From an optimization exercise on the open Yosys and OpenROAD flow, aimed at small area, a short achievable clock period and few clock cycles; shortcuts taken in it are not production practice.
In this exercise RTL edits were held to simulation tests only and were not proved equivalent to the original.

==> flow/design.v (excerpt) <==
module contact_manifold_slot_replacer #(
   parameter int COORD_BITS = cmsr_pkg::COORD_BITS_DEF
) (
   input  logic clock,
   input  logic reset,
   input  logic req_tvalid,
   output logic req_tready,
   input  logic [((cmsr_pkg::DEPTH_BITS + 3*COORD_BITS + 2 + 7) / 8) * 8 - 1:0] req_tdata,
   input  logic [cmsr_pkg::MODE_BITS-1:0] req_tuser,
   output logic rsp_tvalid,
   input  logic rsp_tready,
   output logic [cmsr_pkg::RSP_BITS-1:0] rsp_tdata
);
Size: ~17,000 cells after synthesis, about 1,600 flip-flops.
==> flow/config.mk <==
export PLATFORM = sky130hd
export DESIGN_NAME = contact_manifold_slot_replacer
export DESIGN_NICKNAME = contact_manifold_slot_replacer
export VERILOG_FILES = /design/flow/design.v
export SDC_FILE = /design/flow/constraint.sdc
export NUM_CORES = 4
export LEC_CHECK = 0
export CAP_MARGIN = 20
export CORE_MARGIN = 2
export CORE_UTILIZATION = 55
export PLACE_DENSITY = 0.68
export SETUP_SLACK_MARGIN = 5
export SLEW_MARGIN = 20
==> flow/constraint.sdc <==
create_clock -name core_clock -period 12.0 [get_ports {clock}]
set_input_delay 2.4000 -clock core_clock [delete_from_list [all_inputs] [get_ports {clock}]]
set_output_delay 2.4000 -clock core_clock [all_outputs]
set_load 0.01 [all_outputs]
run.sh (not shown) runs the stock make flow with config.mk's settings and CLKGATE_MAP_FILE= SYNTH_SCRIPT=/design/flow/synth_recipe.tcl, a recipe that flattens the netlist after the stock synthesis.
Testbench counts at the start, summed over its fixed seeds: cycles 17,361.
Edit:
--- a/flow/design.v
+++ b/flow/design.v
@@ -4753,22 +4753,23 @@
    logic [XW-1:0]                k3_ff [3];
    logic                         c_valid, c_final;
    logic [SLOT_BITS-1:0]         c_s;
    logic [XW-2:0]                x_ff [3];      
    logic                         h_valid, h_final;
    logic [SLOT_BITS-1:0]         h_s;
    logic [HW-1:0]                h_ff [6];      
    logic                         g_valid, g_final;
    logic [SLOT_BITS-1:0]         g_s;
    logic [HW-1:0]                t0_ff, t1_ff;  
    logic [TW-1:0]                best_ff;
+   logic                         bz_ff;         
    logic [SLOT_BITS-1:0]         pick_ff;
    logic [SLOT_BITS-1:0]         deep;
    logic [SLOTS-1:0]             dgt [SLOTS];      
    logic [SLOTS-1:0]             is_deep;
    always_comb begin
       for (int a = 0; a < SLOTS; a++) begin
          for (int b = 0; b < SLOTS; b++) begin
             dgt[a][b] = (a != b) && (sd[a] > sd[b]);
          end
       end
       for (int n = 0; n < SLOTS; n++) begin
@@ -4812,23 +4813,23 @@
       count_x = count_ff;
       case (x_mode)
          MODE_ADD:    if (!x_fullr) count_x = count_ff + COUNT_BITS'(1);
          MODE_REMOVE: if (rm_ok) count_x = count_ff - COUNT_BITS'(1);
          MODE_CLEAR:  count_x = '0;
          default: ;
       endcase
       count_acc = x_valid ? count_x : count_ff;
    end
    assign acc_full = accept && (req_tuser == MODE_ADD) && (count_acc == COUNT_BITS'(SLOTS));
    logic [HW-1:0] n_best, cs_s, cs_c, t_cmp;
-   assign n_best   = ~{1'b0, best_ff};
+   assign n_best   = ~({1'b0, best_ff} & {HW{!bz_ff}});
    assign cs_s     = t0_ff ^ t1_ff ^ n_best;
    assign cs_c     = ((t0_ff & t1_ff) | (t0_ff & n_best) | (t1_ff & n_best)) << 1;
    assign t_cmp    = cs_s + cs_c;
    assign t_better = g_valid && !t_cmp[HW-1];
    assign wslot    = x_computed ? x_pick : (t_better ? g_s : pick_ff);
    logic [SLOTS-1:0] wen, wen2, g_oh, pick_oh, xpick_oh;
    logic             w_rm, wf_now, wf_late, wf_add, wf_rm;
    assign w_rm    = (x_mode == MODE_REMOVE);
    assign wf_now  = x_valid && x_fullr && !x_computed && g_valid && g_final && r_free_safe;
    assign wf_late = x_valid && x_fullr && x_computed && r_free_safe;
    assign wf_add  = x_valid && !x_fullr && (x_mode == MODE_ADD) && r_free_safe;
@@ -4927,28 +4928,29 @@
    );
    cmsr_area u_sq (
       .x0 (x_ff[0]), .x1 (x_ff[1]), .x2 (x_ff[2]),
       .q0 (sq[0]), .q1 (sq[1]), .q2 (sq[2]), .q3 (sq[3]), .q4 (sq[4]), .q5 (sq[5])
    );
    always_ff @(posedge clock) begin
       sq_s <= sq_go ? n_s : 2'd0;
       sq_t <= sq_go ? n_t : 2'd0;
       {sel_i, sel_j, sel_k} <= n_sel;
       sq_first <= acc_full;
       if (sq_first) begin
-         best_ff    <= '0;
+         bz_ff      <= 1'b1;
          pick_ff    <= '0;
          pick_oh    <= 4'b0001;
          prot_valid <= deeper_any;
          prot_slot  <= deep;
       end else if (t_better) begin
+         bz_ff   <= 1'b0;
          best_ff <= t_fin[TW-1:0];
          pick_ff <= g_s;
          pick_oh <= g_oh;
       end
       uv_s    <= sq_s;
       uv_last <= !n_exists;
       for (int k = 0; k < 3; k++) begin
          u[k] <= DW'(x_pt[k]) - DW'(pi[k]);
          v[k] <= DW'(pj[k]) - DW'(pk[k]);
       end
       for (int k = 0; k < 3; k++) begin
Sequential cell count came out higher by 1.
Routed wire length is lower by a few percent.
Final cell count falls slightly.
Worst setup slack is worse by 0.96 ns.
Worst hold slack is about the same.
Final area stays flat.
Clock skew goes down by 0.039 ns.
Testbench counts after the change, summed over its fixed seeds: cycles 17,361.

* * *

Another version of the RTL of contact_manifold_slot_replacer (not shown whole).
Size in the first run: about 17000 cells after synthesis, roughly 1600 flip-flops, ~88 I/O pins.
==> flow/config.mk <==
export PLATFORM = sky130hd
export DESIGN_NAME = contact_manifold_slot_replacer
export DESIGN_NICKNAME = contact_manifold_slot_replacer
export VERILOG_FILES = /design/flow/design.v
export SDC_FILE = /design/flow/constraint.sdc
export NUM_CORES = 4
export LEC_CHECK = 0
export CAP_MARGIN = 20
export CORE_MARGIN = 2
export CORE_UTILIZATION = 55
export PLACE_DENSITY = 0.68
export SETUP_SLACK_MARGIN = 5
export SLEW_MARGIN = 20
==> flow/constraint.sdc <==
create_clock -name core_clock -period 12.0 [get_ports {clock}]
set_input_delay 2.4000 -clock core_clock [delete_from_list [all_inputs] [get_ports {clock}]]
set_output_delay 2.4000 -clock core_clock [all_outputs]
set_load 0.01 [all_outputs]
Testbench counts at the start, summed over its fixed seeds: cycles 17,361.
Next try:
--- a/flow/design.v
+++ b/flow/design.v
@@ -4853,24 +4853,14 @@
    assign x_final     = g_valid && g_final;
    assign x_done      = x_valid && (!x_full || x_final || x_computed);
    assign pop         = (f_cnt != 2'd0) && rsp_tready;
    assign r_push      = r_valid && ((f_cnt != 2'd2) || pop);
    assign r_free_safe = !r_valid || (f_cnt != 2'd2);
    assign x_fire      = x_done && r_free_safe;
-   assign accept      = req_tvalid && ready_ff;
-   assign req_tready  = ready_ff;
-   logic       ready_ff, ready_n, xv_n, xf_n, xc_n, rv_n;
-   logic [1:0] fc_n;
-   always_comb begin
-      xv_n    = accept || (x_valid && !x_fire);
-      xf_n    = accept ? acc_full : x_fullr;
-      xc_n    = x_valid && !x_fire && (x_computed || x_final);
-      rv_n    = x_fire || (r_valid && !r_push);
-      fc_n    = f_cnt + 2'(r_push) - 2'(pop);
-      ready_n = !xv_n || ((!xf_n || (h_valid && h_final) || xc_n) && (!rv_n || fc_n != 2'd2));
-   end
+   assign req_tready  = !x_valid || x_fire;
+   assign accept      = req_tvalid && req_tready;
    assign last_slot   = SLOT_BITS'(count_ff - COUNT_BITS'(1));
    assign rm_ok       = (COUNT_BITS'(x_rslot) < count_ff);
    always_comb begin
       count_x = count_ff;
       case (x_mode)
          MODE_ADD:    if (!x_fullr) count_x = count_ff + COUNT_BITS'(1);
@@ -4884,29 +4874,25 @@
    logic [TW+1:0] n_best;
    logic [TW+2:0] t_cmp;
    assign n_best   = ~{2'b00, best_ff};
    assign t_cmp    = {3'b000, t0_ff} + {3'b000, t1_ff} + {1'b0, n_best};
    assign t_better = g_valid && t_cmp[TW+2];
    assign wslot    = x_computed ? x_pick : (t_better ? g_s : pick_ff);
-   logic [SLOTS-1:0] wen, wen2, g_oh, pick_oh, xpick_oh;
+   logic [SLOTS-1:0] wen, g_oh, pick_oh, xpick_oh;
    logic             w_rm, wf_now, wf_late, wf_add, wf_rm;
    assign w_rm    = (x_mode == MODE_REMOVE);
    assign wf_now  = x_valid && x_fullr && !x_computed && g_valid && g_final && r_free_safe;
    assign wf_late = x_valid && x_fullr && x_computed && r_free_safe;
    assign wf_add  = x_valid && !x_fullr && (x_mode == MODE_ADD) && r_free_safe;
    assign wf_rm   = x_valid && w_rm && rm_ok && r_free_safe;
    always_comb begin
       for (int n = 0; n < SLOTS; n++) begin
          wen[n] = (wf_now && (t_better ? g_oh[n] : pick_oh[n])) ||
                   (wf_late && xpick_oh[n]) ||
                   (wf_add && count_ff == COUNT_BITS'(n)) ||
                   (wf_rm && x_rslot == SLOT_BITS'(n));
-         wen2[n] = (wf_now && (t_better ? (g_s == SLOT_BITS'(n)) : (pick_ff == SLOT_BITS'(n)))) ||
-                   (wf_late && x_pick == SLOT_BITS'(n)) ||
-                   (wf_add && count_ff == COUNT_BITS'(n)) ||
-                   (wf_rm && x_rslot == SLOT_BITS'(n));
       end
    end
    logic                 n_exists, n_go, prot0;
    logic [SLOT_BITS-1:0] n_s, s1;
    logic [1:0]           n_t;
    logic deeper_any;
@@ -5001,17 +4987,19 @@
          prot_slot  <= deep;
       end else if (t_better) begin
          best_ff <= t0_ff + t1_ff;
          pick_ff <= g_s;
          pick_oh <= g_oh;
       end
-      uv_s    <= sq_s;
-      uv_last <= !n_exists;
-      for (int k = 0; k < 3; k++) begin
-         u[k] <= DW'(x_pt[k]) - DW'(pi[k]);
-         v[k] <= DW'(pj[k]) - DW'(pk[k]);
+      if (sq_go) begin
+         uv_s    <= sq_s;
+         uv_last <= !n_exists;
+         for (int k = 0; k < 3; k++) begin
+            u[k] <= DW'(x_pt[k]) - DW'(pi[k]);
+            v[k] <= DW'(pj[k]) - DW'(pk[k]);
+         end
       end
       for (int k = 0; k < 3; k++) begin
          k0_ff[k] <= xc0[k];
          k1_ff[k] <= xc1[k];
          k2_ff[k] <= xc2[k];
          k3_ff[k] <= xc3[k];
@@ -5042,18 +5030,14 @@
          x_pt[1] <= req_tdata[Y_LO +: CW];
          x_pt[2] <= req_tdata[Z_LO +: CW];
          x_rslot <= req_tdata[R_LO +: SLOT_BITS];
       end
       for (int n = 0; n < SLOTS; n++) begin
          if (wen[n]) begin
-            sd[n]    <= w_rm ? sd[last_slot] : x_depth;
-            sp[n][0] <= w_rm ? sp[last_slot][0] : x_pt[0];
-         end
-         if (wen2[n]) begin
-            sp[n][1] <= w_rm ? sp[last_slot][1] : x_pt[1];
-            sp[n][2] <= w_rm ? sp[last_slot][2] : x_pt[2];
+            sd[n] <= w_rm ? sd[last_slot] : x_depth;
+            for (int k = 0; k < 3; k++) sp[n][k] <= w_rm ? sp[last_slot][k] : x_pt[k];
          end
       end
       if (x_fire) begin
          if (x_mode != MODE_ADD) r_written <= '0;
          else if (x_fullr)       r_written <= wslot;
          else                    r_written <= SLOT_BITS'(count_ff);
@@ -5062,26 +5046,24 @@
          if (f_cnt == 2'd0 || (f_cnt == 2'd1 && pop)) f_data0 <= {(count_ff == '0), deep, count_ff, r_written};
          else                                        f_data1 <= {(count_ff == '0), deep, count_ff, r_written};
       end
       if (pop && f_cnt == 2'd2) f_data0 <= f_data1;
       if (reset) begin
          count_ff   <= '0;
-         ready_ff   <= 1'b1;
          x_valid    <= 1'b0;
          x_computed <= 1'b0;
          r_valid    <= 1'b0;
          f_cnt      <= '0;
          sq_go      <= 1'b0;
          uv_valid   <= 1'b0;
          k_valid    <= 1'b0;
          c_valid    <= 1'b0;
          h_valid    <= 1'b0;
          g_valid    <= 1'b0;
       end else begin
          if (x_fire) count_ff <= count_x;
-         ready_ff   <= ready_n;
          x_valid    <= accept || (x_valid && !x_fire);
          x_computed <= x_valid && !x_fire && (x_computed || x_final);
          r_valid    <= x_fire || (r_valid && !r_push);
          f_cnt      <= f_cnt + 2'(r_push) - 2'(pop);
          sq_go      <= acc_full || (sq_go && n_exists);
          uv_valid   <= sq_go;
What happened: The changed run produced a clean layout. Utilization hardly moves. Synthesized cell count stays flat. Setup slack gets worse by 0.58 ns. Non-clock buffer count grows by 28. First-iteration DRC count came out lower by 4.8%.
Testbench counts after the change, summed over its fixed seeds: cycles 17,361.

[separate check: timing with driven ports]
No port has a modelled driver above. Below, the same layouts with a new extraction and two added sets of constraints.
Step 1: set_driving_cell puts a clkbuf_16 on clock and a buf_2 on each other input, an assumption about the parent block.
Step 2 also shifts input and output timing later by t, the mid clock arrival at the registers, as if the neighbouring blocks saw the same clock.
Three values: no drivers, after step 1, after step 2; two values: the first two.
run | shift t [ns] | setup slack, ns | slew at the worst register clock pin (ns)
the first run of note 1 | 0.994 | 6.560 / 6.560 / 6.560 | 0.07 / 0.07
the second run of note 1 | 0.964 | 5.598 / 5.598 / 5.598 | 0.08 / 0.08
the first run of note 2 | 0.998 | 6.178 / 6.178 / 6.178 | 0.07 / 0.07
the second run of note 2 | 0.977 | 5.594 / 5.594 / 5.594 | 0.07 / 0.07
After both steps setup and hold are still met in every run listed.
